Source: an optimization exercise on an open RTL-to-GDS flow (aim: small area). Production flows keep margins and buffers that such runs may drop.
Function was checked by simulation only, so behaviour that the tests miss may differ from the original.
Power figures rest on the tool's default switching activity, not on a simulated workload.

### design/flow/config.mk
export PLATFORM = sky130hd
export DESIGN_NAME = rfile_sb
export DESIGN_NICKNAME = rfile_sb
export VERILOG_FILES = /design/flow/design.v
export SDC_FILE = /design/flow/constraint.sdc
export NUM_CORES = 4
export LEC_CHECK = 0
export CAP_MARGIN = 20
export CORE_MARGIN = 2
export CORE_UTILIZATION = 50
export SETUP_SLACK_MARGIN = 0.1
export SLEW_MARGIN = 20
export SYNTH_HIERARCHICAL = 1
### design/flow/constraint.sdc
create_clock -name core_clock -period 6.5 [get_ports {Clk}]
set_input_delay 1.3000 -clock core_clock [delete_from_list [all_inputs] [get_ports {Clk}]]
set_output_delay 1.3000 -clock core_clock [all_outputs]
set_load 0.01 [all_outputs]
### design/flow/design.v
module rfile_sb #(
    parameter int DATA_W   = 32,
    parameter int ADDR_W   = 5,
    parameter int ZERO_REG = 1
) (
    input  logic              Clk,
    input  logic              Rst,
    input  logic              Run,
    input  logic [ADDR_W-1:0] Rs,
    input  logic [ADDR_W-1:0] Rt,
    input  logic              ReadEnA,
    input  logic              ReadEnB,
    output logic [DATA_W-1:0] busA,
    output logic [DATA_W-1:0] busB,
    input  logic              RegWr,
    input  logic [ADDR_W-1:0] Rw,
    input  logic [DATA_W-1:0] busW,
    input  logic              Issue,
    input  logic [ADDR_W-1:0] IssueRd,
    output logic              Stall,
    output logic [ADDR_W:0]   PendCnt
);
    localparam int DEPTH = 1 << ADDR_W;
    localparam int LO    = (ZERO_REG != 0) ? 1 : 0;
    localparam int NR    = DEPTH - LO + 1;     
    localparam int AL    = ADDR_W / 2;         
    localparam int AH    = ADDR_W - AL;
    logic [DATA_W-1:0] mem [DEPTH];
    logic [DEPTH-1:LO] vld_r, busy_r;
    logic [DEPTH-1:0]  busy;
    logic wb_fire, is_fire, wb_clears, byp_a, byp_b, busy_a, busy_b, busy_i;
    assign wb_fire = Run & RegWr & ((LO == 0) | (Rw != '0));
    assign byp_a   = wb_fire & (Rw == Rs);
    assign byp_b   = wb_fire & (Rw == Rt);
    logic [(1<<AL)-1:0] lo_w, lo_s, lo_t, lo_i;
    logic [(1<<AH)-1:0] hi_w, hi_s, hi_t, hi_i;
    always_comb begin
        for (int k = 0; k < (1 << AL); k++) begin
            lo_w[k] = wb_fire & (Rw[AL-1:0] == AL'(k));
            lo_s[k] = (Rs[AL-1:0] == AL'(k));
            lo_t[k] = (Rt[AL-1:0] == AL'(k));
            lo_i[k] = is_fire & (IssueRd[AL-1:0] == AL'(k));
        end
        for (int k = 0; k < (1 << AH); k++) begin
            hi_w[k] = (Rw[ADDR_W-1:AL] == AH'(k));
            hi_s[k] = (Rs[ADDR_W-1:AL] == AH'(k));
            hi_t[k] = (Rt[ADDR_W-1:AL] == AH'(k));
            hi_i[k] = (IssueRd[ADDR_W-1:AL] == AH'(k));
        end
    end
    logic [DEPTH-1:0] we, hold, sa, sb, busy_n, vld_n, clr;
    for (genvar i = 0; i < DEPTH; i++) begin : g_r
        if (i < LO) begin : g_z
            assign we[i]     = 1'b0;
            assign hold[i]   = 1'b0;
            assign sa[i]     = 1'b0;
            assign sb[i]     = 1'b0;
            assign busy_n[i] = 1'b0;
            assign vld_n[i]  = 1'b0;
            assign clr[i]    = 1'b0;
            assign busy[i]   = 1'b0;
        end else begin : g_c
            assign busy[i] = busy_r[i];
            rfile_sb_rowctl u_c (
                .lo_w(lo_w[i % (1 << AL)]), .hi_w(hi_w[i >> AL]),
                .lo_s(lo_s[i % (1 << AL)]), .hi_s(hi_s[i >> AL]),
                .lo_t(lo_t[i % (1 << AL)]), .hi_t(hi_t[i >> AL]),
                .lo_i(lo_i[i % (1 << AL)]), .hi_i(hi_i[i >> AL]),
                .vld(vld_r[i]), .busy(busy_r[i]),
                .we(we[i]), .hold(hold[i]), .sa(sa[i]), .sb(sb[i]),
                .busy_n(busy_n[i]), .vld_n(vld_n[i]), .clr(clr[i]));
        end
    end
    logic [NR-1:0][DATA_W-1:0] mem_q;
    logic [DATA_W-1:0] mem_d [DEPTH];
    always_comb begin
        mem_q[0] = busW;
        for (int i = LO; i < DEPTH; i++) mem_q[i - LO + 1] = mem[i];
    end
    rfile_sb_rdmux #(.DATA_W(DATA_W), .N(NR)) u_rda (
        .sel({sa[DEPTH-1:LO], byp_a}), .d(mem_q), .y(busA));
    rfile_sb_rdmux #(.DATA_W(DATA_W), .N(NR)) u_rdb (
        .sel({sb[DEPTH-1:LO], byp_b}), .d(mem_q), .y(busB));
    for (genvar i = LO; i < DEPTH; i++) begin : g_w
        rfile_sb_wcell #(.DATA_W(DATA_W)) u_w (
            .we(we[i]), .hold(hold[i]), .w(busW), .q(mem[i]), .d(mem_d[i]));
    end
    rfile_sb_bitmux #(.ADDR_W(ADDR_W)) u_ba (.d(busy), .a(Rs),      .y(busy_a));
    rfile_sb_bitmux #(.ADDR_W(ADDR_W)) u_bb (.d(busy), .a(Rt),      .y(busy_b));
    rfile_sb_bitmux #(.ADDR_W(ADDR_W)) u_bi (.d(busy), .a(IssueRd), .y(busy_i));
    always_comb begin
        Stall = Run & ((ReadEnA & busy_a & ~byp_a) | (ReadEnB & busy_b & ~byp_b) |
                       (Issue & busy_i & ~(wb_fire & (Rw == IssueRd))));
        is_fire   = Run & Issue & ~Stall & ((LO == 0) | (IssueRd != '0));
        wb_clears = |clr;
    end
    always_ff @(posedge Clk) begin
        for (int i = LO; i < DEPTH; i++) mem[i] <= mem_d[i];
    end
    always_ff @(posedge Clk or posedge Rst) begin
        if (Rst) begin
            vld_r   <= '0;
            busy_r  <= '0;
            PendCnt <= '0;
        end else begin
            vld_r   <= vld_n[DEPTH-1:LO];
            busy_r  <= busy_n[DEPTH-1:LO];
            PendCnt <= PendCnt + {{ADDR_W{1'b0}}, is_fire} - {{ADDR_W{1'b0}}, wb_clears};
        end
    end
endmodule
module rfile_sb_rowctl (
    input  logic lo_w, hi_w, lo_s, hi_s, lo_t, hi_t, lo_i, hi_i,
    input  logic vld, busy,
    output logic we, hold, sa, sb, busy_n, vld_n, clr
);
    assign we     = lo_w & hi_w;
    assign hold   = vld & ~we;
    assign sa     = lo_s & hi_s & hold;
    assign sb     = lo_t & hi_t & hold;
    assign busy_n = (busy & ~we) | (lo_i & hi_i);
    assign vld_n  = vld | we;
    assign clr    = busy & we;
endmodule
module rfile_sb_bitmux #(
    parameter int ADDR_W = 5
) (
    input  logic [(1<<ADDR_W)-1:0] d,
    input  logic [ADDR_W-1:0]      a,
    output logic                   y
);
    assign y = d[a];
endmodule
module rfile_sb_wcell #(
    parameter int DATA_W = 32
) (
    input  logic              we,
    input  logic              hold,
    input  logic [DATA_W-1:0] w,
    input  logic [DATA_W-1:0] q,
    output logic [DATA_W-1:0] d
);
    assign d = ({DATA_W{we}} & w) | ({DATA_W{hold}} & q);
endmodule
module rfile_sb_rdmux #(
    parameter int DATA_W = 32,
    parameter int N      = 32
) (
    input  logic [N-1:0]             sel,
    input  logic [N-1:0][DATA_W-1:0] d,
    output logic [DATA_W-1:0]        y
);
    localparam int NG = (N + 2) / 3;       
    localparam int NF = (N - 1) / 3;       
    for (genvar b = 0; b < DATA_W; b++) begin : g_b
        logic [NG-1:0] t;
        for (genvar g = 0; g < NF; g++) begin : g_g
            rfile_sb_aoi222 u_g (
                .a0(sel[3*g]),     .b0(d[3*g][b]),
                .a1(sel[3*g + 1]), .b1(d[3*g + 1][b]),
                .a2(sel[3*g + 2]), .b2(d[3*g + 2][b]),
                .y(t[g]));
        end
        if (N - 3 * NF == 3) begin : g_l3
            rfile_sb_aoi222 u_g (
                .a0(sel[N-3]), .b0(d[N-3][b]),
                .a1(sel[N-2]), .b1(d[N-2][b]),
                .a2(sel[N-1]), .b2(d[N-1][b]),
                .y(t[NG-1]));
        end else if (N - 3 * NF == 2) begin : g_l2
            rfile_sb_aoi22 u_g (
                .a0(sel[N-2]), .b0(d[N-2][b]),
                .a1(sel[N-1]), .b1(d[N-1][b]),
                .y(t[NG-1]));
        end else begin : g_l1
            assign t[NG-1] = ~(sel[N-1] & d[N-1][b]);
        end
        assign y[b] = ~&t;
    end
endmodule
module rfile_sb_aoi222 (
    input  logic a0, b0, a1, b1, a2, b2,
    output logic y
);
    assign y = ~((a0 & b0) | (a1 & b1) | (a2 & b2));
endmodule
module rfile_sb_aoi22 (
    input  logic a0, b0, a1, b1,
    output logic y
);
    assign y = ~((a0 & b0) | (a1 & b1));
endmodule
### design/flow/flow/run.sh
#!/bin/bash
# Own layout flow: the standard ORFS layout (standard.sh, unchanged synthesis), with
# - port buffers of a plain buffer cell instead of the default pick (a delay cell)
# - clock tree built from large clusters of clkbuf_16 leaf buffers
# The make output of the whole run goes to standard.log in the work folder.
set -euo pipefail
export BUFFER_PORTS_ARGS="-buffer_cell sky130_fd_sc_hd__buf_2"
export CTS_ARGS="-sink_clustering_enable -repair_clock_nets -buf_list sky130_fd_sc_hd__clkbuf_16 -sink_clustering_size 30 -sink_clustering_max_diameter 80"
bash standard.sh > standard.log 2>&1
### design/flow/standard.sh
#!/bin/bash
# synth_recipe.tcl (not shown) runs the flow's synth.tcl, then flattens the netlist and writes it again
# the make line also repeats each setting of config.mk as NAME=value (left out here)
make -C /OpenROAD-flow-scripts/flow DESIGN_CONFIG=/design/flow/config.mk WORK_HOME=/design/flow/orfs CLKGATE_MAP_FILE= SYNTH_SCRIPT=/design/flow/synth_recipe.tcl "${@:-finish}"
==> flow_summary.html, run 1 <==
<table>
<tr><th>Metric</th><th>Value</th></tr>
<tr><th colspan="2">Detailed routing</th></tr>
<tr><td>Number of vias after detailed routing</td><td>roughly 43000</td></tr>
<tr><td>Post-DR wirelength/cell</td><td>41.2 µm</td></tr>
<tr><td>Overall routed net length</td><td>between 200000 and 250000 µm</td></tr>
<tr><td>Post-route DRC violation count</td><td>0</td></tr>
<tr><td>Antenna Nets Post-Route</td><td>0</td></tr>
<tr><td>Mean number of vias per cell</td><td>approximately 8.5</td></tr>
<tr><td>Drt pass-1 iters</td><td>17</td></tr>
<tr><td>Iteration-0 DRC Markers</td><td>roughly 11000</td></tr>
<tr><th colspan="2">Status</th></tr>
<tr><td>Result of the run</td><td>finished clean</td></tr>
<tr><th colspan="2">Critical path</th></tr>
<tr><td>Arrival @ worst endpoint</td><td>around 5000 ps</td></tr>
<tr><td>Type of the worst setup path</td><td>input port to primary output</td></tr>
<tr><td>Worst path required time</td><td>about 5200 ps</td></tr>
<tr><td>Highest net fanout along the worst path</td><td>24</td></tr>
<tr><td>Endpoint class of the critical path</td><td>primary output</td></tr>
<tr><td>Worst r2r src</td><td>busy_r[19]</td></tr>
<tr><td>Worst Setup SP</td><td>Run</td></tr>
<tr><td>Critical Path Source Type</td><td>input port</td></tr>
<tr><th colspan="2">Logic synthesis</th></tr>
<tr><td>Number of distinct library cell variants in the gate-level netlist after synthesis</td><td>51</td></tr>
<tr><td>Dominant cell type by area after synthesis</td><td>dfxtp_1</td></tr>
<tr><td>Post-synthesis sequential area ratio</td><td>48.1%</td></tr>
<tr><td>Share of the synthesized area in the top cell type</td><td>between 40% and 50%</td></tr>
<tr><td>Number of synthesized flops with an enable pin</td><td>0</td></tr>
<tr><td>Register bit count reported by yosys</td><td>1060</td></tr>
<tr><td>Yosys synthesis warning count</td><td>10</td></tr>
<tr><td>Top area cells in the synthesized netlist</td><td>dfxtp_1 44%, a22o_1 19%, a222oi_1 14%</td></tr>
<tr><td>Most instantiated library cell after synthesis</td><td>dfxtp_1</td></tr>
<tr><td>Synthesized instance count</td><td>between 3000 and 4000</td></tr>
<tr><td>Leading cell types by count after synthesis</td><td>992 x dfxtp_1, 961 x a22o_1, 640 x a222oi_1</td></tr>
<tr><td>Syn_area_per_cell</td><td>~12 µm²</td></tr>
<tr><td>Most used DFF post-synth</td><td>dfxtp_1</td></tr>
<tr><td>Post-synth design cell area</td><td>about 0.045 mm²</td></tr>
<tr><td>Share of flip-flops with an asynchronous set or reset after synthesis</td><td>6.42%</td></tr>
<tr><th colspan="2">STA</th></tr>
<tr><td>Setup TNS</td><td>0 ps</td></tr>
<tr><td>Final setup violating endpoints</td><td>0</td></tr>
<tr><td>Max-slew headroom at the worst pin</td><td>about 14%</td></tr>
<tr><td>Peak clock frequency supported by timing</td><td>159 MHz</td></tr>
<tr><td>Time the final worst path needs with I/O delays and setup</td><td>6280 ps</td></tr>
<tr><td>Worst-margin pin slew</td><td>between 1000 and 1500 ps</td></tr>
<tr><td>Final Slew Violations</td><td>0</td></tr>
<tr><td>Setup repair after global routing missed its margin</td><td>false</td></tr>
<tr><td>Number of endpoints with negative hold slack in the final report</td><td>0</td></tr>
<tr><td>Post-Route Skew</td><td>just over 40 ps</td></tr>
<tr><td>Final critical-path setup slack</td><td>between 200 and 250 ps</td></tr>
<tr><td>Part of the cycle the worst path needs</td><td>slightly below 100%</td></tr>
<tr><th colspan="2">Place</th></tr>
<tr><td>Final weighted congestion in routability-driven placement</td><td>1.02</td></tr>
<tr><td>Detailed placer's ending HPWL</td><td>approximately 130000 µm</td></tr>
<tr><td>Worst-case setup slack after placement</td><td>a little under 400 ps</td></tr>
<tr><td>Number of port buffers</td><td>roughly 130</td></tr>
<tr><th colspan="2">Die</th></tr>
<tr><td>Std cell rows</td><td>around 110</td></tr>
<tr><td>Number of placed I/O pins</td><td>130</td></tr>
<tr><td>Floorplan die width</td><td>between 300 and 400 µm</td></tr>
<tr><td>DIE AREA</td><td>0.0921 mm²</td></tr>
<tr><td>Initial Utilization</td><td>between 50% and 60%</td></tr>
<tr><td>Core region area</td><td>about 0.09 mm²</td></tr>
<tr><td>Die height</td><td>~300 µm</td></tr>
<tr><th colspan="2">Layout</th></tr>
<tr><td>Count of nets after finishing</td><td>3981</td></tr>
<tr><td>P&amp;R area growth vs syn</td><td>8.85%</td></tr>
<tr><td>Share of layout cells above drive strength 1</td><td>around 17%</td></tr>
<tr><td>Fraction of the core area covered by cells at the end of the flow</td><td>between 50% and 60%</td></tr>
<tr><th colspan="2">Clock network</th></tr>
<tr><td>Clock-pin transition on the worst setup and hold timing paths</td><td>~90 ps</td></tr>
<tr><td>Cells resized by post-CTS repair</td><td>0</td></tr>
<tr><td>Buffers from clock root to sink, at most</td><td>3</td></tr>
<tr><td>Source-to-sink clock delay at the later pin of the worst-skew pair</td><td>700 ps</td></tr>
<tr><td>Post-CTS Hold Fix Bufs</td><td>0</td></tr>
<tr><td>CTS tree</td><td>done</td></tr>
<tr><td>H-tree levels</td><td>2</td></tr>
<tr><td>Clock root buffer</td><td>clkbuf_16</td></tr>
<tr><td>Total clock buffers created by CTS</td><td>49</td></tr>
<tr><td>Post-CTS Setup Bufs</td><td>0</td></tr>
<tr><td>Clock Sink Count</td><td>1060</td></tr>
<tr><th colspan="2">Worst hold path</th></tr>
<tr><td>HP Start</td><td>vld_r[12]</td></tr>
<tr><td>Tightest Hold Check Type</td><td>flop to flop</td></tr>
<tr><th colspan="2">GRT</th></tr>
<tr><td>Total global routing track utilization</td><td>43.8%</td></tr>
<tr><td>Final global-route overflow total</td><td>0</td></tr>
<tr><td>Pin count of the biggest net entering global routing</td><td>between 60 and 70</td></tr>
<tr><td>First-pass GRT wire length</td><td>~300000 µm</td></tr>
<tr><td>Number of antenna violations at the first check in global routing</td><td>22</td></tr>
<tr><td>Number of global-route vias before repair</td><td>between 40000 and 50000</td></tr>
<tr><th colspan="2">Power</th></tr>
<tr><td>IR drop worst, VDD</td><td>0.278 mV</td></tr>
<tr><td>Power Dens Cells</td><td>257 mW/mm²</td></tr>
<tr><td>Leakage power</td><td>~0.019 µW</td></tr>
<tr><th colspan="2">Run</th></tr>
<tr><td>Maximum capacitance violations</td><td>0</td></tr>
</table>
-- per-module statistics from Yosys (local to each module, per instance), a selection --
| module | times used | cell area [µm²] |
|---|---|---|
| rfile_sb | 1 | 22600 |
| rfile_sb_aoi222 | 640 | 10.0 |
| rfile_sb_aoi22 | 64 | 12.5 |
| rfile_sb_rowctl | 31 | 53.8 |
-- state kept, by name, indices dropped and copies added, names as in the netlist --
register,flops
PendCnt,6
mem,992
vld_r,31
busy_r,31
-- per-stage QoR --
stage                     area (µm²)  instances  hold WS, ps  total power [µW]
final                          48800       5119          477             12500
after global routing           48800       5114          483             12700
after CTS                      48800       5112          477             12400
after detailed placement       47000       5029          454              8430
after global placement         47000       5029          452              8400
after floorplan                44800       3717          427              7770
-- path summary, 6_finish.rpt --
check | endpoint | slack [ps] | cells past startpoint
max | busB[5] | 220 | 11
min | vld_r[12] | 480 | 1
max reg2reg | PendCnt[4] | 2820 | 15
min reg2reg | vld_r[12] | 480 | 1
max in group asynchronous | busy_r[26] | 4970 | 3
min in group asynchronous | busy_r[20] | 870 | 3
-- routing by layer --
layer  global-route usage (%)  share of wire [%]  up-vias
li1                         -                  -    16900
met2                     63.1                 41     4260
met1                     55.9                 36    21200
met4                     30.2                8.2       18
met3                     13.9                 15      942
met5                    0.155              0.081        -
-- power by group --
| group | internal (µW) | switching, µW | total [µW] |
|---|---|---|---|
| Clock | 1720 | 2420 | 4130 |
| Combinational | 374 | 1230 | 1600 |
| Sequential | 6630 | 158 | 6790 |
-- cell usage in the layout (no fill, tap or decap), types with 39 or more instances in the layout --
master / synthesis / routed
a222oi_1: 640 / 640
a22o_1: 961 / 961
a22o_2: 62 / 62
a22oi_2: 64 / 64
and3_1: 67 / 53
and3_2: 31 / 45
buf_2: 0 / 129
buf_4: 0 / 193
clkbuf_16: 0 / 49
dfrtp_1: 68 / 68
dfxtp_1: 992 / 992
inv_1: 39 / 39
mux2i_1: 48 / 48
nand2_1: 59 / 59
nand3_1: 75 / 75
nand4_1: 129 / 129
or3_1: 64 / 64
-- cell type report --
class                      count  area, µm²
multi-input combinational   2412      21100
clock inverter                34        522
inverter                      39        146
fill                        7616      39900
sequential                  1060      21600
timing repair buffer         353       2720
tap                         1165       1460
antenna                        7       17.5
clock buffer                  49       1230
-- critical path: stages --
cell and delay, ps:
buf_2 110, nand2_1 160, nor3b_2 600, buf_4 420, a21boi_4 110, and3_2 510, buf_4 270, a222oi_1 590
nand3_1 240, or3_1 420, buf_2 170
-- kinds of logic (layout without fill, tap and decap cells) --
kind of cell	Yosys count	after routing	synth area share, %
adder cells (fa/ha/maj)	7	7	0.212
other	1	10	0.00837
XOR/XNOR	19	19	0.371
buffers and inverters	245	475	5.41
multiplexers	48	48	1.07
AO/OA/AOI/OAI	1796	1796	37.7
AND/OR/NAND/NOR	539	539	7.14
flip-flops	1060	1060	48.1
==> inputs of run 2 (changes only) <==
--- a/design/flow/config.mk
+++ b/design/flow/config.mk
@@ -7,7 +7,7 @@
 export LEC_CHECK = 0
-export CAP_MARGIN = 20
+export CAP_MARGIN = 10
 export CORE_MARGIN = 2
-export CORE_UTILIZATION = 50
+export CORE_UTILIZATION = 45
 export SETUP_SLACK_MARGIN = 0.1
-export SLEW_MARGIN = 20
+export SLEW_MARGIN = 10
 export SYNTH_HIERARCHICAL = 1
==> flow_summary.html, run 2 <==
<table>
<tr><th>Metric</th><th>Value</th></tr>
<tr><th colspan="2">Status</th></tr>
<tr><td>Result of the run</td><td>finished clean</td></tr>
<tr><th colspan="2">Detailed routing</th></tr>
<tr><td>Overall routed net length</td><td>204000 µm (-3.5%)</td></tr>
<tr><td>Number of vias after detailed routing</td><td>41900 (-3.2%)</td></tr>
<tr><td>Post-route DRC violation count</td><td>0 (unchanged)</td></tr>
<tr><td>Post-DR wirelength/cell</td><td>39.3 µm (-4.6%)</td></tr>
<tr><td>Iteration-0 DRC Markers</td><td>9918 (-6.7%)</td></tr>
<tr><td>Mean number of vias per cell</td><td>8.10 (-4.3%)</td></tr>
<tr><td>Antenna Nets Post-Route</td><td>0 (unchanged)</td></tr>
<tr><td>Drt pass-1 iters</td><td>14 (-3)</td></tr>
<tr><th colspan="2">Logic synthesis</th></tr>
<tr><td>Dominant cell type by area after synthesis</td><td>dfxtp_1</td></tr>
<tr><td>Register bit count reported by yosys</td><td>1060 (unchanged)</td></tr>
<tr><td>Most instantiated library cell after synthesis</td><td>dfxtp_1</td></tr>
<tr><td>Share of the synthesized area in the top cell type</td><td>44.3% (unchanged)</td></tr>
<tr><td>Yosys synthesis warning count</td><td>10 (unchanged)</td></tr>
<tr><td>Post-synth design cell area</td><td>0.0448 mm² (unchanged)</td></tr>
<tr><td>Post-synthesis sequential area ratio</td><td>48.1% (unchanged)</td></tr>
<tr><td>Number of synthesized flops with an enable pin</td><td>0 (unchanged)</td></tr>
<tr><td>Most used DFF post-synth</td><td>dfxtp_1</td></tr>
<tr><td>Share of flip-flops with an asynchronous set or reset after synthesis</td><td>6.42% (unchanged)</td></tr>
<tr><td>Syn_area_per_cell</td><td>12.1 µm² (unchanged)</td></tr>
<tr><td>Top area cells in the synthesized netlist</td><td>dfxtp_1 44%, a22o_1 19%, a222oi_1 14%</td></tr>
<tr><td>Leading cell types by count after synthesis</td><td>992 x dfxtp_1, 961 x a22o_1, 640 x a222oi_1</td></tr>
<tr><td>Synthesized instance count</td><td>3715 (unchanged)</td></tr>
<tr><td>Number of distinct library cell variants in the gate-level netlist after synthesis</td><td>51 (unchanged)</td></tr>
<tr><th colspan="2">Clock network</th></tr>
<tr><td>Post-CTS Hold Fix Bufs</td><td>0 (unchanged)</td></tr>
<tr><td>Total clock buffers created by CTS</td><td>49 (unchanged)</td></tr>
<tr><td>Buffers from clock root to sink, at most</td><td>3 (unchanged)</td></tr>
<tr><td>Clock-pin transition on the worst setup and hold timing paths</td><td>110 ps (+20 ps)</td></tr>
<tr><td>Source-to-sink clock delay at the later pin of the worst-skew pair</td><td>720 ps (+20 ps)</td></tr>
<tr><td>CTS tree</td><td>done</td></tr>
<tr><td>Clock Sink Count</td><td>1060 (unchanged)</td></tr>
<tr><td>H-tree levels</td><td>2 (unchanged)</td></tr>
<tr><td>Clock root buffer</td><td>clkbuf_16</td></tr>
<tr><th colspan="2">Layout</th></tr>
<tr><td>Most frequent standard cell in the layout excluding fill and tap cells</td><td>dfxtp_1</td></tr>
<tr><td>Count of nets after finishing</td><td>3919 (-1.6%)</td></tr>
<tr><td>Fraction of the core area covered by cells at the end of the flow</td><td>48.8% (-6.2 points)</td></tr>
<tr><td>Top library cells by usage in the layout, fill and taps aside</td><td>992 x dfxtp_1, 961 x a22o_1, 640 x a222oi_1</td></tr>
<tr><td>P&amp;R area growth vs syn</td><td>7.41%</td></tr>
<tr><td>Max FFs per register</td><td>992 (unchanged)</td></tr>
<tr><td>Fillers</td><td>8782 (+15%)</td></tr>
<tr><td>Share of layout cells above drive strength 1</td><td>16.0% (-0.49 points)</td></tr>
<tr><td>Registers with the highest flip-flop counts</td><td>mem (992), busy_r (31), vld_r (31)</td></tr>
<tr><td>Register with the most flip-flops</td><td>mem</td></tr>
<tr><th colspan="2">STA</th></tr>
<tr><td>Worst hold margin</td><td>485 ps (+7.88 ps)</td></tr>
<tr><td>Setup TNS</td><td>0 ps (unchanged)</td></tr>
<tr><td>Final Slew Violations</td><td>0 (unchanged)</td></tr>
<tr><td>Setup repair after global routing missed its margin</td><td>false</td></tr>
<tr><td>Post-Route Skew</td><td>47.2 ps (+5.66 ps)</td></tr>
<tr><td>Number of endpoints with negative hold slack in the final report</td><td>0 (unchanged)</td></tr>
<tr><td>Part of the cycle the worst path needs</td><td>97.6% (+0.98 points)</td></tr>
<tr><td>Final setup violating endpoints</td><td>0 (unchanged)</td></tr>
<tr><td>Max-slew headroom at the worst pin</td><td>9.71% (-4.7 points)</td></tr>
<tr><td>Worst-margin pin slew</td><td>1350 ps (+69.6 ps)</td></tr>
<tr><td>Time the final worst path needs with I/O delays and setup</td><td>6340 ps (+63.9 ps)</td></tr>
<tr><td>Peak clock frequency supported by timing</td><td>158 MHz (-1.0%)</td></tr>
<tr><th colspan="2">Critical path</th></tr>
<tr><td>Highest net fanout along the worst path</td><td>11 (-54%)</td></tr>
<tr><td>Worst-path cell with the longest stage delay</td><td>and4_2</td></tr>
<tr><td>Arrival @ worst endpoint</td><td>5040 ps (+60 ps)</td></tr>
<tr><td>Endpoint class of the critical path</td><td>primary output</td></tr>
<tr><td>Total buffers and inverters traversed by the critical path</td><td>2 (-2)</td></tr>
<tr><td>CP top delay family</td><td>simple AND/OR/NAND/NOR gates</td></tr>
<tr><td>Highest cell delay on the worst timing path</td><td>710 ps (+110 ps)</td></tr>
<tr><td>Worst path required time</td><td>5200 ps (about the same)</td></tr>
<tr><td>Type of the worst setup path</td><td>input port to primary output</td></tr>
<tr><td>Most used cell, CP</td><td>buf_2</td></tr>
<tr><td>Critical Path Source Type</td><td>input port</td></tr>
<tr><td>Sequence of cells on the critical path</td><td>buf_2 &gt; and4_2 &gt; a21boi_4 &gt; and3_2 &gt; a222oi_1 &gt; nand4_1 &gt; or3_1 &gt; buf_2</td></tr>
<tr><th colspan="2">Power</th></tr>
<tr><td>Power Dens Cells</td><td>256 mW/mm² (-0.37%)</td></tr>
<tr><td>Leakage power</td><td>0.0184 µW (-2.6%)</td></tr>
<tr><td>IR drop worst, VDD</td><td>0.190 mV (-32%)</td></tr>
<tr><td>Total power draw</td><td>12300 µW (-1.7%)</td></tr>
<tr><th colspan="2">Die</th></tr>
<tr><td>Number of placed I/O pins</td><td>130 (unchanged)</td></tr>
<tr><td>Initial Utilization</td><td>45.5% (-5.1 points)</td></tr>
<tr><td>Std cell rows</td><td>115 (+5.5%)</td></tr>
<tr><td>Floorplan die width</td><td>320 µm (+5.3%)</td></tr>
<tr><td>DIE AREA</td><td>0.102 mm² (+11%)</td></tr>
<tr><td>Core region area</td><td>0.0986 mm² (+11%)</td></tr>
<tr><td>Die height</td><td>320 µm (+5.3%)</td></tr>
<tr><th colspan="2">Place</th></tr>
<tr><td>Detailed placer's ending HPWL</td><td>121000 µm (-5.2%)</td></tr>
<tr><td>Final weighted congestion in routability-driven placement</td><td>0.968 (-4.8%)</td></tr>
<tr><td>Number of port buffers</td><td>129 (unchanged)</td></tr>
<tr><th colspan="2">GRT</th></tr>
<tr><td>First-pass GRT wire length</td><td>286000 µm (-3.5%)</td></tr>
<tr><td>Pin count of the biggest net entering global routing</td><td>69 (unchanged)</td></tr>
<tr><td>Number of antenna violations at the first check in global routing</td><td>11 (-50%)</td></tr>
<tr><td>Final global-route overflow total</td><td>0 (unchanged)</td></tr>
<tr><td>Number of global-route vias before repair</td><td>38500 (-6.7%)</td></tr>
<tr><td>Total global routing track utilization</td><td>37.8% (-6.0 points)</td></tr>
<tr><th colspan="2">Run</th></tr>
<tr><td>Maximum capacitance violations</td><td>0 (unchanged)</td></tr>
<tr><th colspan="2">Worst hold path</th></tr>
<tr><td>Tightest Hold Check Type</td><td>flop to flop</td></tr>
</table>
## run 2: changes by cell type in the layout (fill, tap and decap cells not counted), moves of 4 or more
cell and delta:
and3_2 +37, and3_1 -38, bufinv_16 -5, buf_12 -22, clkinv_1 +7, buf_4 -40
clkinv_8 -4
## run 2: area by class of cell
cell class | instances | area [µm²] | area share (%)
well taps | 1287 | 1610 | 3.34
diodes | 5 | 12.5 | 0.0260
repair buffers | 291 | 1970 | 4.10
inverters | 39 | 146 | 0.304
clock inverters | 34 | 387 | 0.803
flip-flops and latches | 1060 | 21600 | 44.8
clock buffers | 50 | 1250 | 2.60
multi-input cells | 2412 | 21200 | 44.0
## run 2: worst paths after layout
check | from | endpoint | slack, ps | depth (start not counted)
max in group asynchronous | Rst | vld_r[23] | 5000 | 3
min in group asynchronous | Rst | PendCnt[3] | 810 | 3
worst min-delay path | vld_r[18] | vld_r[18] | 480 | 1
worst min register to register | vld_r[18] | vld_r[18] | 480 | 1
worst max-delay path | Rw[1] | busB[24] | 160 | 8
worst max register to register | busy_r[23] | PendCnt[4] | 2710 | 15
## run 2: logic make-up after synthesis
| group | share of synthesized area [%] |
|---|---|
| xor gates and xnor gates | 0.371 |
| buffers and inverters | 5.41 |
| and+or+nand+nor | 7.14 |
| adders and majority gates | 0.212 |
| other | 0.00837 |
| DFF | 48.1 |
| AOI/OAI and AO/OA | 37.7 |
| muxes | 1.07 |
## run 2: power breakdown
part	leakage (µW)	total (µW)	switching (µW)	internal, µW
combinational	0.00872	1580	1200	376
sequential	0.00886	6770	137	6630
clock	0.000804	3960	2420	1540
total	0.0184	12300	3760	8550
## run 2: what timing repair did
action,CTS,global route
setup endpoints to repair,0,2
gates resized for setup,0,2
setup buffers,0,0
## run 2: worst reg2reg max path: cells and delay by family (launching register included)
family / cells / cell delay [ps]
buf+inv: 1 / 40
mux: 1 / 260
xor+xnor: 1 / 130
fa+ha+maj: 3 / 980
simple gates: 4 / 910
flops: 1 / 460
compound gates: 5 / 940
## run 2: metrics by stage
step	worst slack (ps)	std cells	instance area, µm²
floorplan	229	3717	44800
global placement	399	5089	46500
detailed placement	356	5089	46500
CTS	345	5173	48100
global route	169	5177	48100
finish	159	5178	48100
## run 2: per-module statistics from Yosys, one instance, submodules excluded, a selection
module	cell area (µm²)	copies in the design
rfile_sb_aoi22	12.5	64
rfile_sb_rowctl	53.8	31
rfile_sb	22600	1
rfile_sb_aoi222	10.0	640
## run 2: per-layer routing
metal	track usage, %	wire length [µm]
met1	51.3	77400
met2	53.6	82500
met3	8.86	28500
met5	0	57
met4	24.4	15100
==> inputs of run 3 (changes only) <==
--- a/design/flow/design.v
+++ b/design/flow/design.v
@@ -170,5 +170,6 @@
         end else if (N - 3 * NF == 2) begin : g_l2
-            rfile_sb_aoi22 u_g (
+            rfile_sb_aoi222 u_g (
                 .a0(sel[N-2]), .b0(d[N-2][b]),
                 .a1(sel[N-1]), .b1(d[N-1][b]),
+                .a2(sel[N-1]), .b2(d[N-1][b]),
                 .y(t[NG-1]));
@@ -186,7 +187 @@
 endmodule
-module rfile_sb_aoi22 (
-    input  logic a0, b0, a1, b1,
-    output logic y
-);
-    assign y = ~((a0 & b0) | (a1 & b1));
-endmodule
==> design/flow/flow/run.sh (replaced) <==
#!/bin/bash
# Own layout flow: the standard ORFS layout (standard.sh, unchanged synthesis), with
# - port buffers of a plain buffer cell instead of the default pick (a delay cell)
# - clock tree built from clusters of up to 24 sinks on clkbuf_16 leaf buffers, no dummy loads
# The make output of the whole run goes to standard.log in the work folder.
set -euo pipefail
export BUFFER_PORTS_ARGS="-buffer_cell sky130_fd_sc_hd__buf_2"
export CTS_ARGS="-sink_clustering_enable -repair_clock_nets -buf_list sky130_fd_sc_hd__clkbuf_16 -sink_clustering_size 24 -sink_clustering_max_diameter 60 -dont_use_dummy_load"
bash standard.sh > standard.log 2>&1
--- a/design/flow/config.mk
+++ b/design/flow/config.mk
@@ -7,3 +7,3 @@
 export LEC_CHECK = 0
-export CAP_MARGIN = 10
+export CAP_MARGIN = 5
 export CORE_MARGIN = 2
@@ -11,3 +11,3 @@
 export SETUP_SLACK_MARGIN = 0.1
-export SLEW_MARGIN = 10
+export SLEW_MARGIN = 5
 export SYNTH_HIERARCHICAL = 1
==> flow_summary.html, run 3 <==
<table>
<tr><th>Metric</th><th>Value</th></tr>
<tr><th colspan="2">Detailed routing</th></tr>
<tr><td>Post-route DRC violation count</td><td>0 (unchanged)</td></tr>
<tr><td>Antenna Nets Post-Route</td><td>0 (unchanged)</td></tr>
<tr><td>Drt pass-1 iters</td><td>13 (-1)</td></tr>
<tr><td>Iteration-0 DRC Markers</td><td>9701 (-2.2%)</td></tr>
<tr><td>Post-DR wirelength/cell</td><td>38.3 µm (-2.6%)</td></tr>
<tr><td>Overall routed net length</td><td>198000 µm (-2.8%)</td></tr>
<tr><td>Mean number of vias per cell</td><td>8.07 (-0.34%)</td></tr>
<tr><td>Number of vias after detailed routing</td><td>41700 (-0.61%)</td></tr>
<tr><th colspan="2">Logic synthesis</th></tr>
<tr><td>Post-synth design cell area</td><td>0.0447 mm² (-0.36%)</td></tr>
<tr><td>Most used DFF post-synth</td><td>dfxtp_1</td></tr>
<tr><td>Register bit count reported by yosys</td><td>1060 (unchanged)</td></tr>
<tr><td>Most instantiated library cell after synthesis</td><td>dfxtp_1</td></tr>
<tr><td>Synthesized-area fraction occupied by adder cells</td><td>0.213% (+0.00076 points)</td></tr>
<tr><td>Number of distinct library cell variants in the gate-level netlist after synthesis</td><td>50 (-2.0%)</td></tr>
<tr><td>Share of flip-flops with an asynchronous set or reset after synthesis</td><td>6.42% (unchanged)</td></tr>
<tr><td>Syn_area_per_cell</td><td>12.0 µm² (-0.36%)</td></tr>
<tr><td>Main combinational cell family by area after synthesis</td><td>compound AO/OA/AOI/OAI gates</td></tr>
<tr><td>Post-synthesis sequential area ratio</td><td>48.3% (+0.17 points)</td></tr>
<tr><td>Post-synthesis mux area share</td><td>1.08% (+0.0038 points)</td></tr>
<tr><td>Top area cells in the synthesized netlist</td><td>dfxtp_1 44%, a22o_1 19%, a222oi_1 16%</td></tr>
<tr><td>Yosys synthesis warning count</td><td>10 (unchanged)</td></tr>
<tr><td>Share of synthesized cell area in and, or, nand and nor gates</td><td>7.16% (+0.026 points)</td></tr>
<tr><td>Share of the synthesized netlist area taken by xor and xnor gates</td><td>0.373% (+0.0013 points)</td></tr>
<tr><td>Dominant cell type by area after synthesis</td><td>dfxtp_1</td></tr>
<tr><td>Compound-cell area share of the yosys netlist</td><td>37.5% (-0.22 points)</td></tr>
<tr><td>Synthesized instance count</td><td>3715 (unchanged)</td></tr>
<tr><td>Number of synthesized flops with an enable pin</td><td>0 (unchanged)</td></tr>
<tr><td>Share of the synthesized area in the top cell type</td><td>44.5% (+0.16 points)</td></tr>
<tr><td>Leading cell types by count after synthesis</td><td>992 x dfxtp_1, 961 x a22o_1, 704 x a222oi_1</td></tr>
<tr><th colspan="2">Clock network</th></tr>
<tr><td>Buffers from clock root to sink, at most</td><td>3 (unchanged)</td></tr>
<tr><td>CTS tree</td><td>done</td></tr>
<tr><td>Clock root buffer</td><td>clkbuf_16</td></tr>
<tr><td>H-tree levels</td><td>3 (+1)</td></tr>
<tr><td>Source-to-sink clock delay at the later pin of the worst-skew pair</td><td>710 ps (about the same)</td></tr>
<tr><td>Post-CTS Hold Fix Bufs</td><td>0 (unchanged)</td></tr>
<tr><td>Clock Sink Count</td><td>1060 (unchanged)</td></tr>
<tr><td>Cells resized by post-CTS repair</td><td>0 (unchanged)</td></tr>
<tr><td>Post-CTS Setup Bufs</td><td>0 (unchanged)</td></tr>
<tr><td>Clock-pin transition on the worst setup and hold timing paths</td><td>50 ps (-60 ps)</td></tr>
<tr><td>Total clock buffers created by CTS</td><td>87 (+78%)</td></tr>
<tr><th colspan="2">STA</th></tr>
<tr><td>Max-slew headroom at the worst pin</td><td>23.5% (+14 points)</td></tr>
<tr><td>Time the final worst path needs with I/O delays and setup</td><td>6170 ps (-168 ps)</td></tr>
<tr><td>Setup repair after global routing missed its margin</td><td>false</td></tr>
<tr><td>Final setup violating endpoints</td><td>0 (unchanged)</td></tr>
<tr><td>Part of the cycle the worst path needs</td><td>95.0% (-2.6 points)</td></tr>
<tr><td>Worst-margin pin slew</td><td>1150 ps (-206 ps)</td></tr>
<tr><td>Final Slew Violations</td><td>0 (unchanged)</td></tr>
<tr><td>Post-Route Skew</td><td>82.7 ps (+35.5 ps)</td></tr>
<tr><td>Peak clock frequency supported by timing</td><td>162 MHz (+2.7%)</td></tr>
<tr><td>Number of endpoints with negative hold slack in the final report</td><td>0 (unchanged)</td></tr>
<tr><td>Setup TNS</td><td>0 ps (unchanged)</td></tr>
<tr><th colspan="2">Power</th></tr>
<tr><td>Power share of the clock group</td><td>36.3% (+4.1 points)</td></tr>
<tr><td>Sequential group share of total power</td><td>51.9% (-3.1 points)</td></tr>
<tr><td>IR drop worst, VDD</td><td>0.186 mV (-1.9%)</td></tr>
<tr><td>Cell internal pwr</td><td>9350 µW (+9.4%)</td></tr>
<tr><td>Sw Ratio</td><td>28.2% (-2.3 points)</td></tr>
<tr><td>Relative contribution of combinational cells to total power</td><td>11.7% (-1.1 points)</td></tr>
<tr><td>Total power draw</td><td>13000 µW (+5.8%)</td></tr>
<tr><td>Leakage power</td><td>0.0186 µW (+1.2%)</td></tr>
<tr><td>Switching power</td><td>3670 µW (-2.4%)</td></tr>
<tr><td>Power Dens Cells</td><td>269 mW/mm² (+5.2%)</td></tr>
<tr><th colspan="2">Worst hold path</th></tr>
<tr><td>Worst hold stages</td><td>1 (unchanged)</td></tr>
<tr><td>Tightest Hold Check Type</td><td>flop to flop</td></tr>
<tr><th colspan="2">Critical path</th></tr>
<tr><td>Worst path required time</td><td>5200 ps (about the same)</td></tr>
<tr><td>CP top delay family</td><td>simple AND/OR/NAND/NOR gates</td></tr>
<tr><td>Endpoint class of the critical path</td><td>primary output</td></tr>
<tr><td>Logic depth of the worst register-to-register path</td><td>15 (unchanged)</td></tr>
<tr><td>Highest cell delay on the worst timing path</td><td>660 ps (-50 ps)</td></tr>
<tr><td>Sequence of cells on the critical path</td><td>buf_2 &gt; nor3_2 &gt; buf_4 &gt; a21boi_4 &gt; and3_2 &gt; a222oi_1 &gt; nand4_1 &gt; or3_1 &gt; buf_2</td></tr>
<tr><td>Highest net fanout along the worst path</td><td>32 (+21)</td></tr>
<tr><td>Most used cell, CP</td><td>buf_2</td></tr>
<tr><td>Type of the worst setup path</td><td>input port to primary output</td></tr>
<tr><td>Arrival @ worst endpoint</td><td>4870 ps (-170 ps)</td></tr>
<tr><td>Critical Path Source Type</td><td>input port</td></tr>
<tr><td>Total buffers and inverters traversed by the critical path</td><td>3 (+1)</td></tr>
<tr><td>Worst-path cell with the longest stage delay</td><td>and3_2</td></tr>
<tr><td>Crit. path cell count</td><td>9 (+1)</td></tr>
<tr><th colspan="2">GRT</th></tr>
<tr><td>Total global routing track utilization</td><td>37.0% (-0.81 points)</td></tr>
<tr><td>Final global-route overflow total</td><td>0 (unchanged)</td></tr>
<tr><td>Pin count of the biggest net entering global routing</td><td>69 (unchanged)</td></tr>
<tr><td>First-pass GRT wire length</td><td>281000 µm (-1.5%)</td></tr>
<tr><td>Number of global-route vias before repair</td><td>39100 (+1.6%)</td></tr>
<tr><td>Number of antenna violations at the first check in global routing</td><td>6 (-5)</td></tr>
<tr><th colspan="2">Layout</th></tr>
<tr><td>Fraction of the core area covered by cells at the end of the flow</td><td>49.2% (+0.32 points)</td></tr>
<tr><td>Share of layout cells above drive strength 1</td><td>14.5% (-1.5 points)</td></tr>
<tr><td>P&amp;R area growth vs syn</td><td>8.34%</td></tr>
<tr><td>Top library cells by usage in the layout, fill and taps aside</td><td>992 x dfxtp_1, 961 x a22o_1, 704 x a222oi_1</td></tr>
<tr><td>Max FFs per register</td><td>992 (unchanged)</td></tr>
<tr><td>Registers with the highest flip-flop counts</td><td>mem (992), busy_r (31), vld_r (31)</td></tr>
<tr><td>Most frequent standard cell in the layout excluding fill and tap cells</td><td>dfxtp_1</td></tr>
<tr><td>Register with the most flip-flops</td><td>mem</td></tr>
<tr><td>Count of nets after finishing</td><td>3942 (+0.59%)</td></tr>
<tr><th colspan="2">Place</th></tr>
<tr><td>Final weighted congestion in routability-driven placement</td><td>0.962 (-0.69%)</td></tr>
<tr><td>Number of port buffers</td><td>129 (unchanged)</td></tr>
<tr><td>Detailed placer's ending HPWL</td><td>114000 µm (-5.4%)</td></tr>
<tr><th colspan="2">Status</th></tr>
<tr><td>Result of the run</td><td>finished clean</td></tr>
<tr><th colspan="2">Die</th></tr>
<tr><td>Die height</td><td>319 µm (-0.18%)</td></tr>
<tr><td>Core region area</td><td>0.0984 mm² (-0.15%)</td></tr>
<tr><td>DIE AREA</td><td>0.102 mm² (-0.35%)</td></tr>
<tr><td>Initial Utilization</td><td>45.4% (-0.096 points)</td></tr>
<tr><td>Floorplan die width</td><td>319 µm (-0.18%)</td></tr>
<tr><td>Std cell rows</td><td>115 (unchanged)</td></tr>
<tr><td>Number of placed I/O pins</td><td>130 (unchanged)</td></tr>
<tr><th colspan="2">Run</th></tr>
<tr><td>Maximum capacitance violations</td><td>0 (unchanged)</td></tr>
</table>
-- run 3: cell types whose count changed in the layout (fill, tap and decap cells not counted), sizes merged, moves of 11 or more --
cell	change
a22oi	-64
clkbuf	+37
inv	-11
clkinv	-19
a222oi	+64
buf	-15
-- run 3: logic make-up (layout without fill, tap and decap cells) --
kind of cell	after synthesis	count (layout)
compound gates	1796	1796
flops	1060	1060
simple gates	539	539
buf+inv	245	402
mux	48	48
xor+xnor	19	19
fa+ha+maj	7	7
other cells	1	6
-- run 3: worst register-to-register path, stage by stage, from the launching register on --
cell	delay, ps
dfrtp_1	430
mux2i_1	210
a22oi_1	110
nand4b_1	110
a21oi_1	50
a311o_1	380
o311a_4	160
or4b_1	630
ha_1	330
inv_1	40
ha_1	210
fa_1	440
a21oi_1	170
nor2_1	50
nor2_1	100
xnor2_1	130
-- run 3: path summary, 6_finish.rpt --
check	start	to	slack, ps
min in group asynchronous	Rst	PendCnt[4]	900
worst max-delay path	Rw[4]	busB[31]	330
worst min register to register	vld_r[5]	vld_r[5]	470
worst min-delay path	vld_r[5]	vld_r[5]	470
max in group asynchronous	Rst	busy_r[20]	4930
worst max register to register	busy_r[23]	PendCnt[4]	2880
-- run 3: power groups by stage --
stage          combinational, µW  sequential, µW  clock [µW]
5_1_grt                     1560            6780        4970
3_5_place_dp                1450            6900           0
2_1_floorplan                910            6860           0
4_1_cts                     1460            6760        4750
3_3_place_gp                1450            6900           0
6_report                    1530            6760        4730
-- run 3: cell type report --
class / instances / area [µm²]
flip-flops and latches: 1060 / 21600
multi-input cells: 2412 / 21000
fillers: 8862 / 50000
inverters: 39 / 146
well taps: 1287 / 1610
repair buffers: 276 / 1850
diodes: 3 / 7.51
clock buffers: 87 / 2180
-- run 3: through the flow --
step           area [µm²]  hold WS [ps]  setup WS (ps)  cells
2_1_floorplan       44700           427            355   3717
3_3_place_gp        46200           450            577   5074
3_5_place_dp        46200           454            549   5074
4_1_cts             48400           471            538   5161
5_1_grt             48400           479            361   5162
6_report            48400           467            326   5164
-- run 3: per-layer routing --
metal | GRT usage [%] | wire length, µm | up-vias
met4 | 23.4 | 14000 | 6
li1 | - | - | 16900
met1 | 51.0 | 76000 | 20300
met2 | 51.0 | 79600 | 3732
met3 | 9.63 | 28200 | 663
met5 | 0.189 | 30 | -
-- run 3: Yosys stat by module (local to each module, per instance), a selection --
| module | cells | cell area (µm²) | flip-flops and latches |
|---|---|---|---|
| rfile_sb_aoi222 | 1 | 10.0 | 0 |
| rfile_sb | 1206 | 22600 | 1060 |
| rfile_sb_rowctl | 8 | 53.8 | 0 |
==> inputs of run 4 (changes only) <==
--- a/design/flow/design.v
+++ b/design/flow/design.v
@@ -30,3 +30,3 @@
     logic [DEPTH-1:0]  busy;
-    logic wb_fire, is_fire, wb_clears, byp_a, byp_b, busy_a, busy_b, busy_i;
+    logic wb_fire, is_fire, wb_clears, byp_a, byp_b;
     assign wb_fire = Run & RegWr & ((LO == 0) | (Rw != '0));
@@ -34,3 +34,3 @@
     assign byp_b   = wb_fire & (Rw == Rt);
-    logic [(1<<AL)-1:0] lo_w, lo_s, lo_t, lo_i;
+    logic [(1<<AL)-1:0] lo_w, lo_s, lo_t, lo_i, lo_ha, lo_hb, lo_hi;
     logic [(1<<AH)-1:0] hi_w, hi_s, hi_t, hi_i;
@@ -42,2 +42,5 @@
             lo_i[k] = is_fire & (IssueRd[AL-1:0] == AL'(k));
+            lo_ha[k] = ReadEnA & lo_s[k];
+            lo_hb[k] = ReadEnB & lo_t[k];
+            lo_hi[k] = Issue & (IssueRd[AL-1:0] == AL'(k));
         end
@@ -50,3 +53,3 @@
     end
-    logic [DEPTH-1:0] we, hold, sa, sb, busy_n, vld_n, clr;
+    logic [DEPTH-1:0] we, hold, sa, sb, busy_n, vld_n, clr, hz;
     for (genvar i = 0; i < DEPTH; i++) begin : g_r
@@ -60,2 +63,3 @@
             assign clr[i]    = 1'b0;
+            assign hz[i]     = 1'b0;
             assign busy[i]   = 1'b0;
@@ -68,5 +72,7 @@
                 .lo_i(lo_i[i % (1 << AL)]), .hi_i(hi_i[i >> AL]),
+                .lo_ha(lo_ha[i % (1 << AL)]), .lo_hb(lo_hb[i % (1 << AL)]),
+                .lo_hi(lo_hi[i % (1 << AL)]),
                 .vld(vld_r[i]), .busy(busy_r[i]),
                 .we(we[i]), .hold(hold[i]), .sa(sa[i]), .sb(sb[i]),
-                .busy_n(busy_n[i]), .vld_n(vld_n[i]), .clr(clr[i]));
+                .busy_n(busy_n[i]), .vld_n(vld_n[i]), .clr(clr[i]), .hz(hz[i]));
         end
@@ -87,8 +93,4 @@
     end
-    rfile_sb_bitmux #(.ADDR_W(ADDR_W)) u_ba (.d(busy), .a(Rs),      .y(busy_a));
-    rfile_sb_bitmux #(.ADDR_W(ADDR_W)) u_bb (.d(busy), .a(Rt),      .y(busy_b));
-    rfile_sb_bitmux #(.ADDR_W(ADDR_W)) u_bi (.d(busy), .a(IssueRd), .y(busy_i));
     always_comb begin
-        Stall = Run & ((ReadEnA & busy_a & ~byp_a) | (ReadEnB & busy_b & ~byp_b) |
-                       (Issue & busy_i & ~(wb_fire & (Rw == IssueRd))));
+        Stall     = Run & (|hz);
         is_fire   = Run & Issue & ~Stall & ((LO == 0) | (IssueRd != '0));
@@ -112,5 +114,5 @@
 module rfile_sb_rowctl (
-    input  logic lo_w, hi_w, lo_s, hi_s, lo_t, hi_t, lo_i, hi_i,
+    input  logic lo_w, hi_w, lo_s, hi_s, lo_t, hi_t, lo_i, hi_i, lo_ha, lo_hb, lo_hi,
     input  logic vld, busy,
-    output logic we, hold, sa, sb, busy_n, vld_n, clr
+    output logic we, hold, sa, sb, busy_n, vld_n, clr, hz
 );
@@ -123,11 +125,3 @@
     assign clr    = busy & we;
-endmodule
-module rfile_sb_bitmux #(
-    parameter int ADDR_W = 5
-) (
-    input  logic [(1<<ADDR_W)-1:0] d,
-    input  logic [ADDR_W-1:0]      a,
-    output logic                   y
-);
-    assign y = d[a];
+    assign hz     = busy & ~we & ((lo_ha & hi_s) | (lo_hb & hi_t) | (lo_hi & hi_i));
 endmodule
==> design/flow/flow/run.sh (replaced) <==
#!/bin/bash
# Own layout flow: the standard ORFS layout (standard.sh, unchanged synthesis), with
# - port buffers of a plain buffer cell instead of the default pick (a delay cell)
# - clock tree built from clusters of up to 30 sinks on clkbuf_16 leaf buffers, no dummy loads
# The make output of the whole run goes to standard.log in the work folder.
set -euo pipefail
export BUFFER_PORTS_ARGS="-buffer_cell sky130_fd_sc_hd__buf_2"
export CTS_ARGS="-sink_clustering_enable -repair_clock_nets -buf_list sky130_fd_sc_hd__clkbuf_16 -sink_clustering_size 30 -sink_clustering_max_diameter 80 -dont_use_dummy_load"
bash standard.sh > standard.log 2>&1
--- a/design/flow/config.mk
+++ b/design/flow/config.mk
@@ -7,3 +7,3 @@
 export LEC_CHECK = 0
-export CAP_MARGIN = 5
+export CAP_MARGIN = 10
 export CORE_MARGIN = 2
@@ -11,3 +11,3 @@
 export SETUP_SLACK_MARGIN = 0.1
-export SLEW_MARGIN = 5
+export SLEW_MARGIN = 10
 export SYNTH_HIERARCHICAL = 1
==> flow_summary.html, run 4 <==
<table>
<tr><th>Metric</th><th>Value</th></tr>
<tr><th colspan="2">Logic synthesis</th></tr>
<tr><td>Yosys synthesis warning count</td><td>10 (unchanged)</td></tr>
<tr><td>Register bit count reported by yosys</td><td>1060 (unchanged)</td></tr>
<tr><td>Number of synthesized flops with an enable pin</td><td>0 (unchanged)</td></tr>
<tr><td>Most used DFF post-synth</td><td>dfxtp_1</td></tr>
<tr><td>Most instantiated library cell after synthesis</td><td>dfxtp_1</td></tr>
<tr><td>Share of the synthesized area in the top cell type</td><td>44.9% (+0.41 points)</td></tr>
<tr><td>Number of distinct library cell variants in the gate-level netlist after synthesis</td><td>38 (-24%)</td></tr>
<tr><td>Share of flip-flops with an asynchronous set or reset after synthesis</td><td>6.42% (unchanged)</td></tr>
<tr><td>Synthesized instance count</td><td>3663 (-1.4%)</td></tr>
<tr><td>Dominant cell type by area after synthesis</td><td>dfxtp_1</td></tr>
<tr><td>Post-synthesis sequential area ratio</td><td>48.7% (+0.45 points)</td></tr>
<tr><td>Top area cells in the synthesized netlist</td><td>dfxtp_1 45%, a22o_1 19%, a222oi_1 17%</td></tr>
<tr><td>Leading cell types by count after synthesis</td><td>992 x dfxtp_1, 961 x a22o_1, 735 x a222oi_1</td></tr>
<tr><td>Syn_area_per_cell</td><td>12.1 µm² (+0.49%)</td></tr>
<tr><td>Post-synth design cell area</td><td>0.0443 mm² (-0.92%)</td></tr>
<tr><th colspan="2">Detailed routing</th></tr>
<tr><td>Iteration-0 DRC Markers</td><td>11500 (+18%)</td></tr>
<tr><td>Overall routed net length</td><td>208000 µm (+4.9%)</td></tr>
<tr><td>Post-route DRC violation count</td><td>0 (unchanged)</td></tr>
<tr><td>Drt pass-1 iters</td><td>15 (+2)</td></tr>
<tr><td>Number of vias after detailed routing</td><td>42700 (+2.6%)</td></tr>
<tr><td>DR WL met3</td><td>34900 µm (+24%)</td></tr>
<tr><td>Post-DR wirelength/cell</td><td>40.0 µm (+4.5%)</td></tr>
<tr><td>Topmost layer with routed signal wires</td><td>met5</td></tr>
<tr><td>Antenna Nets Post-Route</td><td>0 (unchanged)</td></tr>
<tr><td>Met2 WL</td><td>80500 µm (+1.0%)</td></tr>
<tr><td>DRT met1 WL</td><td>77000 µm (+1.4%)</td></tr>
<tr><td>Mean number of vias per cell</td><td>8.25 (+2.2%)</td></tr>
<tr><th colspan="2">Worst hold path</th></tr>
<tr><td>Worst hold stages</td><td>1 (unchanged)</td></tr>
<tr><td>Tightest Hold Check Type</td><td>flop to flop</td></tr>
<tr><td>Hold Crit Endpoint</td><td>vld_r[25]</td></tr>
<tr><td>HP Start</td><td>vld_r[25]</td></tr>
<tr><th colspan="2">Die</th></tr>
<tr><td>Core region area</td><td>0.0980 mm² (-0.44%)</td></tr>
<tr><td>Die height</td><td>318 µm (-0.45%)</td></tr>
<tr><td>Floorplan die width</td><td>318 µm (-0.45%)</td></tr>
<tr><td>Std cell rows</td><td>115 (unchanged)</td></tr>
<tr><td>DIE AREA</td><td>0.101 mm² (-0.91%)</td></tr>
<tr><td>Number of placed I/O pins</td><td>130 (unchanged)</td></tr>
<tr><td>Initial Utilization</td><td>45.2% (-0.22 points)</td></tr>
<tr><th colspan="2">Critical path</th></tr>
<tr><td>Highest net fanout along the worst path</td><td>25 (-22%)</td></tr>
<tr><td>Endpoint of the worst-slack reg-to-reg timing path</td><td>PendCnt[4]</td></tr>
<tr><td>FF-to-FF setup slack</td><td>3320 ps (+440 ps)</td></tr>
<tr><td>Worst r2r src</td><td>busy_r[11]</td></tr>
<tr><td>Worst-path cell with the longest stage delay</td><td>nor3b_2</td></tr>
<tr><td>Endpoint class of the critical path</td><td>primary output</td></tr>
<tr><td>Arrival @ worst endpoint</td><td>4950 ps (+80 ps)</td></tr>
<tr><td>Worst path required time</td><td>5200 ps (about the same)</td></tr>
<tr><td>Critical Path Source Type</td><td>input port</td></tr>
<tr><td>Logic depth of the worst register-to-register path</td><td>12 (-3)</td></tr>
<tr><td>Type of the worst setup path</td><td>input port to primary output</td></tr>
<tr><td>Most used cell, CP</td><td>buf_2</td></tr>
<tr><td>Highest cell delay on the worst timing path</td><td>940 ps (+280 ps)</td></tr>
<tr><td>Sequence of cells on the critical path</td><td>buf_2 &gt; nor3b_2 &gt; a21boi_4 &gt; and3_2 &gt; a222oi_1 &gt; nand4_1 &gt; or3_1 &gt; buf_2</td></tr>
<tr><th colspan="2">Place</th></tr>
<tr><td>Detailed placer's ending HPWL</td><td>123000 µm (+7.7%)</td></tr>
<tr><td>Number of port buffers</td><td>129 (unchanged)</td></tr>
<tr><td>Worst-case setup slack after placement</td><td>449 ps (-99.5 ps)</td></tr>
<tr><td>Final weighted congestion in routability-driven placement</td><td>0.996 (+3.6%)</td></tr>
<tr><td>Cell count after placement</td><td>5124 (+0.99%)</td></tr>
<tr><th colspan="2">STA</th></tr>
<tr><td>Final setup violating endpoints</td><td>0 (unchanged)</td></tr>
<tr><td>Post-Route Skew</td><td>93.9 ps (+11.2 ps)</td></tr>
<tr><td>Final critical-path setup slack</td><td>254 ps (-72.7 ps)</td></tr>
<tr><td>Worst-margin pin slew</td><td>1210 ps (+67.8 ps)</td></tr>
<tr><td>Setup repair after global routing missed its margin</td><td>false</td></tr>
<tr><td>Number of endpoints with negative hold slack in the final report</td><td>0 (unchanged)</td></tr>
<tr><td>Setup TNS</td><td>0 ps (unchanged)</td></tr>
<tr><td>Time the final worst path needs with I/O delays and setup</td><td>6250 ps (+72.7 ps)</td></tr>
<tr><td>Peak clock frequency supported by timing</td><td>160 MHz (-1.2%)</td></tr>
<tr><td>Max-slew headroom at the worst pin</td><td>18.9% (-4.7 points)</td></tr>
<tr><td>Worst hold margin</td><td>468 ps (+1.17 ps)</td></tr>
<tr><td>Final Slew Violations</td><td>0 (unchanged)</td></tr>
<tr><td>Part of the cycle the worst path needs</td><td>96.1% (+1.1 points)</td></tr>
<tr><th colspan="2">GRT</th></tr>
<tr><td>Number of global-route vias before repair</td><td>39500 (+1.1%)</td></tr>
<tr><td>Total global routing track utilization</td><td>38.9% (+1.9 points)</td></tr>
<tr><td>First-pass GRT wire length</td><td>291000 µm (+3.3%)</td></tr>
<tr><td>Final global-route overflow total</td><td>0 (unchanged)</td></tr>
<tr><td>Number of antenna violations at the first check in global routing</td><td>13 (+7)</td></tr>
<tr><td>Pin count of the biggest net entering global routing</td><td>69 (unchanged)</td></tr>
<tr><th colspan="2">Clock network</th></tr>
<tr><td>Buffers from clock root to sink, at most</td><td>3 (unchanged)</td></tr>
<tr><td>Post-CTS Hold Fix Bufs</td><td>0 (unchanged)</td></tr>
<tr><td>Source-to-sink clock delay at the later pin of the worst-skew pair</td><td>700 ps (about the same)</td></tr>
<tr><td>Post-CTS Setup Bufs</td><td>0 (unchanged)</td></tr>
<tr><td>Total clock buffers created by CTS</td><td>49 (-44%)</td></tr>
<tr><td>Cells resized by post-CTS repair</td><td>0 (unchanged)</td></tr>
<tr><td>H-tree levels</td><td>2 (-1)</td></tr>
<tr><td>Clock-pin transition on the worst setup and hold timing paths</td><td>80 ps (+30 ps)</td></tr>
<tr><td>CTS tree</td><td>done</td></tr>
<tr><td>Clock Sink Count</td><td>1060 (unchanged)</td></tr>
<tr><td>Clock root buffer</td><td>clkbuf_16</td></tr>
<tr><th colspan="2">Layout</th></tr>
<tr><td>Count of nets after finishing</td><td>3954 (+0.30%)</td></tr>
<tr><td>Post-layout instance count excluding filler cells</td><td>5184 (+0.39%)</td></tr>
<tr><td>Top library cells by usage in the layout, fill and taps aside</td><td>992 x dfxtp_1, 961 x a22o_1, 735 x a222oi_1</td></tr>
<tr><td>Register with the most flip-flops</td><td>mem</td></tr>
<tr><td>Max FFs per register</td><td>992 (unchanged)</td></tr>
<tr><td>Registers with the highest flip-flop counts</td><td>mem (992), busy_r (31), vld_r (31)</td></tr>
<tr><td>Fillers</td><td>8770 (-1.0%)</td></tr>
<tr><td>Most frequent standard cell in the layout excluding fill and tap cells</td><td>dfxtp_1</td></tr>
<tr><td>Share of layout cells above drive strength 1</td><td>16.9% (+2.4 points)</td></tr>
<tr><td>Fraction of the core area covered by cells at the end of the flow</td><td>49.1% (-0.051 points)</td></tr>
<tr><td>P&amp;R area growth vs syn</td><td>8.75%</td></tr>
<tr><th colspan="2">Power</th></tr>
<tr><td>Leakage power</td><td>0.0183 µW (-1.4%)</td></tr>
<tr><td>Power Dens Cells</td><td>246 mW/mm² (-8.7%)</td></tr>
<tr><td>IR drop worst, VDD</td><td>0.225 mV (+21%)</td></tr>
<tr><th colspan="2">Status</th></tr>
<tr><td>Result of the run</td><td>finished clean</td></tr>
<tr><th colspan="2">Run</th></tr>
<tr><td>Maximum capacitance violations</td><td>0 (unchanged)</td></tr>
</table>
-- run 4: cell count changes after synthesis, moves of 8 or more --
cell      delta
a21oi_1      -9
a222oi_1    +31
a22oi_1     -12
and3_1      +33
and3_2      -31
buf_6        -8
inv_1       -31
inv_2       +31
mux2i_1     -48
nand2_1     -49
nand2_2     +31
nand3_1      -8
nor3b_1     +31
-- run 4: cell families after synthesis --
group | count (synthesis) | synth area share (%)
AND/OR/NAND/NOR | 543 | 7.62
AO/OA/AOI/OAI | 1798 | 38.0
adder cells (fa/ha/maj) | 7 | 0.215
buffers and inverters | 240 | 5.19
XOR/XNOR | 15 | 0.297
flip-flops | 1060 | 48.7
-- run 4: how the worst max path moves through the flow --
stage                     to  cells after the start  start
detailed placement  busA[18]                     11  Rw[0]
global placement    busA[18]                     10  Rw[2]
CTS                 busA[18]                     11  Rw[0]
floorplan            busA[0]                      7  Rw[4]
global route        busA[28]                      8  Rw[2]
finish              busB[28]                      8  Rw[2]
-- run 4: power breakdown --
part | switching (µW) | total (µW) | internal [µW]
logic | 1200 | 1580 | 380
registers | 103 | 6740 | 6640
clock network | 2150 | 3500 | 1350
-- run 4: routing by layer --
layer	vias up	track usage, %
met1	20800	53.1
met4	10	24.1
met2	4303	52.0
met5	-	0
met3	726	13.5
li1	17000	-
-- run 4: modules after synthesis, one instance, submodules excluded, a selection --
module           times used  flip-flops and latches  cells inside
rfile_sb_aoi222         704                       0             1
rfile_sb_rowctl          31                       0            10
rfile_sb                  1                    1060          1215
-- run 4: final cells by class --
class	count	area [µm²]	area share, %
sequential	1060	21600	44.8
multi-input combinational	2363	20800	43.2
timing repair buffer	375	2780	5.78
tap	1287	1610	3.35
clock buffer	49	1230	2.55
inverter	39	146	0.304
antenna	11	27.5	0.0572
-- run 4: critical path: cells and delay by family --
kind	cells	cell delay, ps
simple gates	4	2670
buf+inv	2	360
compound gates	2	590
-- run 4: metrics by stage --
stage | power (µW) | cell area [µm²]
after global placement | 8360 | 46900
final | 11800 | 48100
after global routing | 12000 | 48100
after CTS | 11700 | 48100
after floorplan | 7730 | 44300
after detailed placement | 8370 | 46900

-- afterwards: timing with drivers on the ports --
How much do the figures lean on ideal ports? The routed layouts below were timed once more, with nothing changed but the port constraints. Step 1 sets driving cells, clkbuf_16 on the clock port and buf_2 on the other inputs (assumed; they add their load-dependent delay and slew). Step 2, shift: input delay + t, output delay - t, t = (earliest + latest rising clock arrival at the registers) / 2. This alone moves slack from input paths to output paths. a / b / c = ideal ports / drivers / drivers and shift; a / b = the first two.
run | t, ns | setup slack, ns | worst setup path at the end | worst data-port slew with drivers (ns) | pins driven straight from the clock port
run 1 | 0.758 | 0.223 / 0.199 / 0.199 | input to output | 0.12 | 1
run 2 | 0.763 | 0.159 / 0.136 / 0.136 | input to output | 0.13 | 1
run 3 | 0.734 | 0.326 / 0.304 / 0.304 | input to output | 0.09 | 1
run 4 | 0.724 | 0.254 / 0.227 / 0.227 | input to output | 0.10 | 1
After both steps every run listed still meets setup and hold. The setup slack of run 4, which loses most, moves by -0.027 ns with the drivers and by -0.027 ns with both steps.
